From an optimization exercise on the open Yosys and OpenROAD flow, aimed at small area, a short achievable clock period and few clock cycles per item; shortcuts taken in it are not production practice.
Only simulation tests tie the RTL to the original design; equivalence was not proved.
Power is estimated from default activity; no workload was simulated.

--- flow/run.sh ---
#!/bin/bash
# synth_recipe.tcl (not shown) runs the flow's synth.tcl, then flattens the netlist and writes it again
# the make line also repeats each setting of config.mk as NAME=value (left out here)
make -C /OpenROAD-flow-scripts/flow DESIGN_CONFIG=/design/flow/config.mk WORK_HOME=/design/flow/orfs CLKGATE_MAP_FILE= SYNTH_SCRIPT=/design/flow/synth_recipe.tcl finish
--- flow/config.mk ---
export PLATFORM = sky130hd
export DESIGN_NAME = scalar_kalman_filter
export DESIGN_NICKNAME = scalar_kalman_filter
export VERILOG_FILES = /design/flow/design.v
export SDC_FILE = /design/flow/constraint.sdc
export NUM_CORES = 4
export LEC_CHECK = 0
export CAP_MARGIN = 20
export CORE_MARGIN = 2
export CORE_UTILIZATION = 40
export SLEW_MARGIN = 20
--- flow/constraint.sdc ---
create_clock -name core_clock -period 12.0 [get_ports {i_clk}]
set_input_delay 2.4000 -clock core_clock [delete_from_list [all_inputs] [get_ports {i_clk}]]
set_output_delay 2.4000 -clock core_clock [all_outputs]
set_load 0.01 [all_outputs]
--- flow/design.v ---
`default_nettype none
package skf_pkg;
    localparam int SAMPLE_W = 16;
    localparam int EST_W    = 16;
    localparam int GAIN_W   = 31;
    localparam int CFG_IDX_W = 1;
    localparam int CFG_DAT_W = 32;
    localparam logic [CFG_IDX_W-1:0] REG_MEAS_NOISE = 1'd0;
    localparam logic [CFG_IDX_W-1:0] REG_PROC_NOISE = 1'd1;
    localparam logic [31:0] MEAS_NOISE_RST = 32'd214748365;
    localparam logic [31:0] PROC_NOISE_RST = 32'd536871;
    localparam logic [31:0] COV_RST        = 32'd1073741824;
    localparam logic [GAIN_W-1:0] ONE_Q30  = 31'h4000_0000;
    localparam logic [65:0]       HALF_Q30 = 66'h0_2000_0000;
    localparam int DIV_STEPS = 31;
    localparam logic [4:0] DIV_LAST = 5'(DIV_STEPS - 1);
    localparam int PC_W = 4;
    typedef logic [PC_W-1:0] t_pc;
    localparam t_pc PC_LAST = 4'd12;
    typedef enum logic [3:0] {
        OP_NOP = 4'd0,
        OP_PRED = 4'd1,
        OP_DEN = 4'd2,
        OP_DIV = 4'd3,
        OP_MLO = 4'd4,
        OP_MHI = 4'd5,
        OP_MACC = 4'd6,
        OP_UPDX = 4'd7,
        OP_UPDP = 4'd8,
        OP_DONE = 4'd9
    } t_op;
    typedef enum logic {
        SEL_EST = 1'b0,
        SEL_COV = 1'b1
    } t_sel;
    typedef enum logic [1:0] {
        JMP_NONE = 2'd0,
        JMP_DENZ = 2'd1,
        JMP_LOOP = 2'd2
    } t_jmp;
    typedef struct packed {
        t_op  op;
        t_sel sel;
        t_jmp jmp;
        t_pc  target;
    } t_ctrl;
    function automatic t_ctrl ucode(input t_pc pc);
        t_ctrl w;
        w = {OP_NOP, SEL_EST, JMP_NONE, 4'd0};
        unique case (pc)
            4'd0:    w = {OP_PRED, SEL_EST, JMP_NONE, 4'd0};
            4'd1:    w = {OP_DEN, SEL_EST, JMP_NONE, 4'd0};
            4'd2:    w = {OP_NOP, SEL_EST, JMP_DENZ, 4'd4};
            4'd3:    w = {OP_DIV, SEL_EST, JMP_LOOP, 4'd3};
            4'd4:    w = {OP_MLO, SEL_EST, JMP_NONE, 4'd0};
            4'd5:    w = {OP_MHI, SEL_EST, JMP_NONE, 4'd0};
            4'd6:    w = {OP_MACC, SEL_EST, JMP_NONE, 4'd0};
            4'd7:    w = {OP_UPDX, SEL_EST, JMP_NONE, 4'd0};
            4'd8:    w = {OP_MLO, SEL_COV, JMP_NONE, 4'd0};
            4'd9:    w = {OP_MHI, SEL_COV, JMP_NONE, 4'd0};
            4'd10:   w = {OP_MACC, SEL_COV, JMP_NONE, 4'd0};
            4'd11:   w = {OP_UPDP, SEL_COV, JMP_NONE, 4'd0};
            4'd12:   w = {OP_DONE, SEL_EST, JMP_NONE, 4'd0};
            default: w = {OP_NOP, SEL_EST, JMP_NONE, 4'd0};
        endcase
        ucode = w;
    endfunction
endpackage
`default_nettype wire
`default_nettype none
import skf_pkg::*;
module scalar_kalman_filter
(
    input  wire                       i_clk,
    input  wire                       i_rst_n,
    input  wire                       i_cfg_valid,
    output logic                      o_cfg_ready,
    input  wire       [CFG_IDX_W-1:0] i_cfg_index,
    input  wire       [CFG_DAT_W-1:0] i_cfg_data,
    input  wire                       i_in_valid,
    output logic                      o_in_ready,
    input  wire signed [SAMPLE_W-1:0] i_in_sample,
    output logic                      o_out_valid,
    input  wire                       i_out_ready,
    output logic signed [EST_W-1:0]   o_out_estimate,
    output logic       [GAIN_W-1:0]   o_out_gain
);
    logic        r_busy;
    skf_pkg::t_pc         r_pc;
    skf_pkg::t_pc         n_pc;
    logic [4:0]  r_cnt;
    logic        r_out_valid;
    logic [31:0] r_meas_noise;
    logic [31:0] r_proc_noise;
    logic signed [31:0] r_x;
    logic [31:0] r_p;
    logic signed [SAMPLE_W-1:0] r_z;
    logic [31:0] r_pp;
    logic [32:0] r_den;
    logic [32:0] r_diff;
    logic [32:0] r_rem;
    logic [GAIN_W-1:0] r_q;
    logic signed [50:0] r_prod;
    logic signed [65:0] r_acc;
    logic signed [EST_W-1:0] r_out_est;
    logic [GAIN_W-1:0] r_out_gain;
    skf_pkg::t_ctrl ctrl;
    logic  in_fire;
    logic  out_free;
    logic  jump;
    assign ctrl     = skf_pkg::ucode(r_pc);
    assign in_fire  = i_in_valid && o_in_ready;
    assign out_free = !r_out_valid || i_out_ready;
    assign o_in_ready  = !r_busy;
    assign o_cfg_ready = 1'b1;
    assign o_out_valid    = r_out_valid;
    assign o_out_estimate = r_out_est;
    assign o_out_gain     = r_out_gain;
    always_comb begin
        unique case (ctrl.jmp)
            JMP_DENZ: jump = (r_den == '0);
            JMP_LOOP: jump = (r_cnt != '0);
            default:  jump = 1'b0;
        endcase
        if (jump) begin
            n_pc = ctrl.target;
        end else begin
            n_pc = r_pc + 4'd1;
        end
    end
    logic [32:0] pred_sum;
    assign pred_sum = {1'b0, r_p} + {1'b0, r_proc_noise};
    logic        div_first;
    logic [33:0] div_tmp;
    logic        div_bit;
    assign div_first = (r_cnt == DIV_LAST);
    assign div_tmp   = div_first ? {1'b0, r_rem} : {r_rem, 1'b0};
    assign div_bit   = (div_tmp >= {1'b0, r_den});
    logic signed [33:0] mul_a;
    logic [GAIN_W-1:0]  mul_b_full;
    logic signed [16:0] mul_b;
    logic signed [50:0] mul_p;
    assign mul_a      = (ctrl.sel == SEL_COV) ? $signed({2'b00, r_pp})
                                              : $signed({r_diff[32], r_diff});
    assign mul_b_full = (ctrl.sel == SEL_COV) ? (ONE_Q30 - r_q) : r_q;
    assign mul_b      = (ctrl.op == OP_MHI) ? $signed({2'b00, mul_b_full[30:16]})
                                            : $signed({1'b0, mul_b_full[15:0]});
    assign mul_p      = mul_a * mul_b;
    logic signed [36:0] x_sum;
    logic signed [31:0] x_new;
    assign x_sum = 37'(r_x) + 37'($signed(r_acc[65:30]));
    always_comb begin
        if (x_sum > 37'sd2147483647) begin
            x_new = 32'sh7FFF_FFFF;
        end else if (x_sum < -37'sd2147483648) begin
            x_new = 32'sh8000_0000;
        end else begin
            x_new = x_sum[31:0];
        end
    end
    logic signed [32:0] est_sum;
    logic signed [16:0] est_sh;
    logic signed [EST_W-1:0] est_out;
    assign est_sum = 33'(r_x) + 33'sd32768;
    assign est_sh  = est_sum[32:16];
    always_comb begin
        if (est_sh > 17'sd32767) begin
            est_out = 16'sh7FFF;
        end else if (est_sh < -17'sd32768) begin
            est_out = 16'sh8000;
        end else begin
            est_out = est_sh[15:0];
        end
    end
    always_ff @(posedge i_clk) begin
        if (!i_rst_n) begin
            r_busy       <= 1'b0;
            r_pc         <= '0;
            r_cnt        <= '0;
            r_out_valid  <= 1'b0;
            r_meas_noise <= MEAS_NOISE_RST;
            r_proc_noise <= PROC_NOISE_RST;
            r_x          <= '0;
            r_p          <= COV_RST;
        end else begin
            if (i_cfg_valid && o_cfg_ready) begin
                unique case (i_cfg_index)
                    REG_MEAS_NOISE: r_meas_noise <= i_cfg_data;
                    REG_PROC_NOISE: r_proc_noise <= i_cfg_data;
                    default: ;
                endcase
            end
            if (r_busy && (ctrl.op == OP_DONE) && out_free) begin
                r_out_valid <= 1'b1;
            end else if (i_out_ready) begin
                r_out_valid <= 1'b0;
            end
            if (!r_busy) begin
                if (in_fire) begin
                    r_busy <= 1'b1;
                    r_pc   <= '0;
                end
            end else if (ctrl.op == OP_DONE) begin
                if (out_free) begin
                    r_busy      <= 1'b0;
                    r_pc        <= '0;
                end
            end else begin
                r_pc <= n_pc;
                if (ctrl.op == OP_DEN) begin
                    r_cnt <= DIV_LAST;
                end else if (ctrl.op == OP_DIV) begin
                    r_cnt <= r_cnt - 5'd1;
                end
                if (ctrl.op == OP_UPDX) begin
                    r_x <= x_new;
                end
                if (ctrl.op == OP_UPDP) begin
                    r_p <= r_acc[61:30];
                end
            end
        end
    end
    always_ff @(posedge i_clk) begin
        if (in_fire) begin
            r_z <= i_in_sample;
        end
        if (r_busy) begin
            case (ctrl.op)
                OP_PRED: begin
                    r_pp <= pred_sum[32] ? 32'hFFFF_FFFF : pred_sum[31:0];
                end
                OP_DEN: begin
                    r_den  <= {1'b0, r_pp} + {1'b0, r_meas_noise};
                    r_rem  <= {1'b0, r_pp};
                    r_q    <= '0;
                    r_diff <= {r_z[15], r_z, 16'h0000} - {r_x[31], r_x};
                end
                OP_DIV: begin
                    r_rem <= div_bit ? 33'(div_tmp - {1'b0, r_den}) : div_tmp[32:0];
                    r_q   <= {r_q[GAIN_W-2:0], div_bit};
                end
                OP_MLO: begin
                    r_prod <= mul_p;
                end
                OP_MHI: begin
                    r_acc  <= 66'(r_prod);
                    r_prod <= mul_p;
                end
                OP_MACC: begin
                    r_acc <= r_acc + (66'(r_prod) <<< 16) + $signed(HALF_Q30);
                end
                OP_DONE: begin
                    if (out_free) begin
                        r_out_est  <= est_out;
                        r_out_gain <= r_q;
                    end
                end
                default: ;
            endcase
        end
    end
endmodule
`default_nettype wire
==> impl_metrics.json <==
{
  "nNetsFinal": 6240,
  "clkLatencyLatePin_ps": 670,
  "crit_path_max_fanout": 29,
  "synth_area_leaders": "fa_1 21%, edfxtp_1 20%, ha_1 9.9%",
  "grt_max_degree": 86,
  "p_per_area_nw_per_um2": 104,
  "port_buffers": 102,
  "slew_viol_final": 0,
  "ys.flop_type": "edfxtp_1",
  "fill_cells": 11500,
  "setup-tns-final_ps": 0,
  "cts_setup_buffers": 0,
  "r2r_cells": 31,
  "end_kind": "register",
  "p_sw_mw": 1.83,
  "drt-total-wl_um": 139000,
  "drv_cap": 0,
  "critPathLaunchType": "register",
  "r2r-end": "r_prod[50]",
  "die_x_um": 350,
  "drc_errors": 0,
  "crit_end": "r_prod[50]",
  "area_delta_synth_final_pct": 9.38,
  "vdd_drop_max_v": 0.000111,
  "sw_frac_of_total_pct": 33.7,
  "grt_setup_unrepaired": "no",
  "dp_hpwl_um": 110000,
  "period_share_pct": 90.4,
  "critPathLaunch": "r_q[8]",
  "power_frac_seq_pct": 35.2,
  "start_util_pct": 40.5,
  "finClkSkew_ps": 37.2,
  "synth_top_area_share_pct": 21.4,
  "rrSetupSlack_ps": 1150,
  "top_layer": "met4",
  "gp_congestion": 0.934,
  "synth_edf_count": 326,
  "overflow": 0,
  "cp.arrival_ps": 11240,
  "via_count": 37200,
  "cts_tree": "done",
  "hold_viol_final": 0,
  "criticalPathCategory": "reg2reg",
  "cts_hold_buf": 0,
  "wl_met1_um": 60700,
  "antenna_cells": 0,
  "setup-violations-final": 0,
  "async_flop_share_pct": 0,
  "vias_per_cell": 5.35,
  "synthCells": 5293,
  "dr_wl_met3_um": 7610,
  "mappedNetlistNets": 6237,
  "antenna_found_initial": 1,
  "die_h_um": 350,
  "clk_path_buf_depth": 3,
  "ys_types": 90,
  "maxSlewHeadroom_pct": 20.1,
  "post_drt_wl_per_cell_um": 20.0,
  "wl_met2_um": 65600,
  "row_count": 126,
  "syn-cell-area_um2": 47900,
  "grt_pass1_wl_um": 217000,
  "cp_common_cell": "fa_1",
  "p_clk_share_pct": 30.8,
  "io_pins": 104,
  "drive_gt1_share_pct": 4.87,
  "power_mw": 5.43,
  "yosysSeqAreaShare_pct": 26.5,
  "combPwrFrac_pct": 34.0,
  "cpPeakStageDelay_ps": 790,
  "min-delay-start": "r_p[2]",
  "ant_nets": 0,
  "p_int_mw": 3.60,
  "worstMarginPinSlew_ps": 1190,
  "grt_pass1_vias": 36900,
  "core-area_um2": 118000,
  "drt_iter0_drc": 2945,
  "worst_hold_path_type": "reg2reg",
  "die_area_um2": 123000,
  "ys_ff_latch": 472,
  "cts_max_level": 2,
  "synth_top_area_cell": "fa_1",
  "r2r_start": "r_q[8]",
  "syn_area_per_cell_um2": 9.05,
  "cts_sinks": 472,
  "ys_warn_count": 1,
  "post_cts_resized": 0,
  "hold_ws_ps": 462,
  "p_leak_nw": 23.6,
  "status": "complete, no violations",
  "clockRootBuffer": "clkbuf_16",
  "track_usage_pct": 23.0,
  "required_ps": 12390,
  "clk_pin_slew_ps": 60,
  "drt_first_pass_iters": 6,
  "max_freq_ghz": 0.0922,
  "fin_crit_ps": 10850,
  "cts_made_buffers": 55,
  "crit_slowest_cell": "nor4b_1"
}
critical path: cells and delay by family (launching register included):
family,cells,cell delay [ps]
and+or+nand+nor,12,3810
adders and majority gates,7,3490
buffers and inverters,4,570
xor gates and xnor gates,1,130
AOI/OAI and AO/OA,7,2050
DFF,1,510
flip-flops by register name, indices dropped and copies added, names as in the netlist, 4 cells and up:
register,cells
r_p,32
r_acc,50
r_pp,32
r_q,31
r_cnt,5
r_den,33
r_rem,33
r_x,32
r_out_est,16
ctrl,7
r_diff,33
r_meas_noise,32
r_z,16
r_proc_noise,32
r_pc,4
r_prod,51
r_out_gain,31
final cells by class:
type                       instances  area (um^2)  share of cell area, %
clock buffer                      81         1600                   3.05
clock inverter                    22          183                  0.349
inverter                         752         2820                   5.39
multi-input combinational       3864        31700                   60.5
sequential                       472        12700                   24.3
tap                             1600         2000                   3.82
timing repair buffer             151         1400                   2.66
cells in the final DEF (no fill, tap or decap), types with 23 or more instances in the layout:
cell type,Yosys,layout
o21ai_0,218,218
and3_1,33,32
nor2_1,352,348
o21bai_1,23,23
dfxtp_1,146,145
edfxtp_1,326,326
clkdlybuf4s50_1,0,101
a21o_1,144,144
nor3_1,48,47
o31ai_1,23,23
clkbuf_16,0,55
o221a_2,29,29
mux2_2,33,33
ha_1,378,378
nand3_1,86,85
and2_1,86,86
a21oi_1,301,295
fa_1,512,512
nand4_1,25,25
a211oi_1,29,27
o21a_1,29,29
xnor2_1,161,161
a31oi_1,29,28
nand2b_1,50,50
mux2i_1,45,45
nand2_1,883,882
inv_1,751,750
nor2b_1,35,33
buf_4,2,47
xor2_1,83,83
metal layers:
layer	up-vias	global-route usage, %
li1	17500	-
met1	18300	31.1
met2	1089	38.3
met3	206	2.57
met4	0	7.54
met5	-	0
cell usage after synthesis, types with 9 or more instances:
library cell,instances
mux2i_1,45
xnor2_1,161
buf_1,13
a21oi_1,301
a31oi_1,29
o221a_2,29
o21ai_0,218
o31ai_1,23
ha_1,378
nand3_1,86
nor2_1,352
o41ai_1,9
a211o_1,10
nor4_1,17
clkbuf_1,160
dfxtp_1,146
nand2_1,883
fa_1,512
and2_1,86
xor2_1,83
inv_1,751
a211oi_1,29
o21ai_1,9
a21boi_0,11
o21a_1,29
o21bai_1,23
nor3_1,48
nor2b_1,35
buf_2,27
edfxtp_1,326
o211ai_1,15
nand4_1,25
nand2b_1,50
a21o_1,144
and3_1,33
mux2_2,33
or3_1,19
cells by family (layout without fill, tap and decap cells):
kind of cell / count (synthesis) / count (layout) / share of synthesized area (%)
mux: 79 / 79 / 1.76
xor+xnor: 244 / 244 / 4.46
flops: 472 / 472 / 26.5
simple gates: 1683 / 1683 / 15.4
compound gates: 967 / 967 / 12.9
fa+ha+maj: 890 / 890 / 31.3
other cells: 1 / 1 / 0.00783
buf+inv: 957 / 1006 / 7.63
worst min path at each step:
stage	cells past startpoint	slack, ps	to
after global placement	2	450	r_p[3]
after floorplan	0	420	r_out_gain[17]
after global routing	2	480	r_proc_noise[4]
after CTS	2	460	r_p[3]
final	2	460	r_p[2]
after detailed placement	2	450	r_p[3]
power groups by stage:
stage | sequential, mW | combinational, mW | clock [mW]
final | 1.91 | 1.85 | 1.68
after global placement | 1.94 | 1.83 | 0
after global routing | 1.91 | 2.09 | 1.77
after floorplan | 1.91 | 1.41 | 0
after detailed placement | 1.94 | 1.84 | 0
after CTS | 1.91 | 1.85 | 1.71
through the flow:
| step | utilization (%) | instances | instance area (um^2) | worst slack (ps) |
|---|---|---|---|---|
| 2_1_floorplan | - | 5293 | 47900 | 2840 |
| 3_3_place_gp | 42.7 | 6837 | 50600 | 1500 |
| 3_5_place_dp | 42.8 | 6839 | 50600 | 1400 |
| 4_1_cts | 44.3 | 6942 | 52400 | 1290 |
| 5_1_grt | 44.3 | 6942 | 52400 | 718 |
| 6_report | 44.3 | 6942 | 52400 | 1150 |
Testbench counts, summed over its fixed seeds: cycles 90,144, items 2,048.

## re-timing with driven ports
How much do the figures lean on ideal ports? The routed layout below was timed once more, with nothing changed but the port constraints. Step 1, drivers: a clkbuf_16 drives i_clk and a buf_2 each remaining input, both assumed. Step 2 times the ports against the registers' clock, not the clock port: input delays grow and output delays shrink by t, the midpoint of the rising clock arrivals with the driver on. a / b / c = no drivers / after step 1 / after step 2; a / b = the first two.
shift t [ns]: 0.723
setup WS [ns]: 1.150 / 1.150 / 1.150
hold WS [ns]: 0.462 / 0.462 / 0.462
latest minus earliest clock arrival (ns): 0.038 / 0.038
worst register clock-pin slew, ns: 0.06 / 0.06
After both steps setup and hold are still met in this run. For this run, drivers alone change the setup slack by 0.000 ns; drivers and shift together by 0.000 ns.
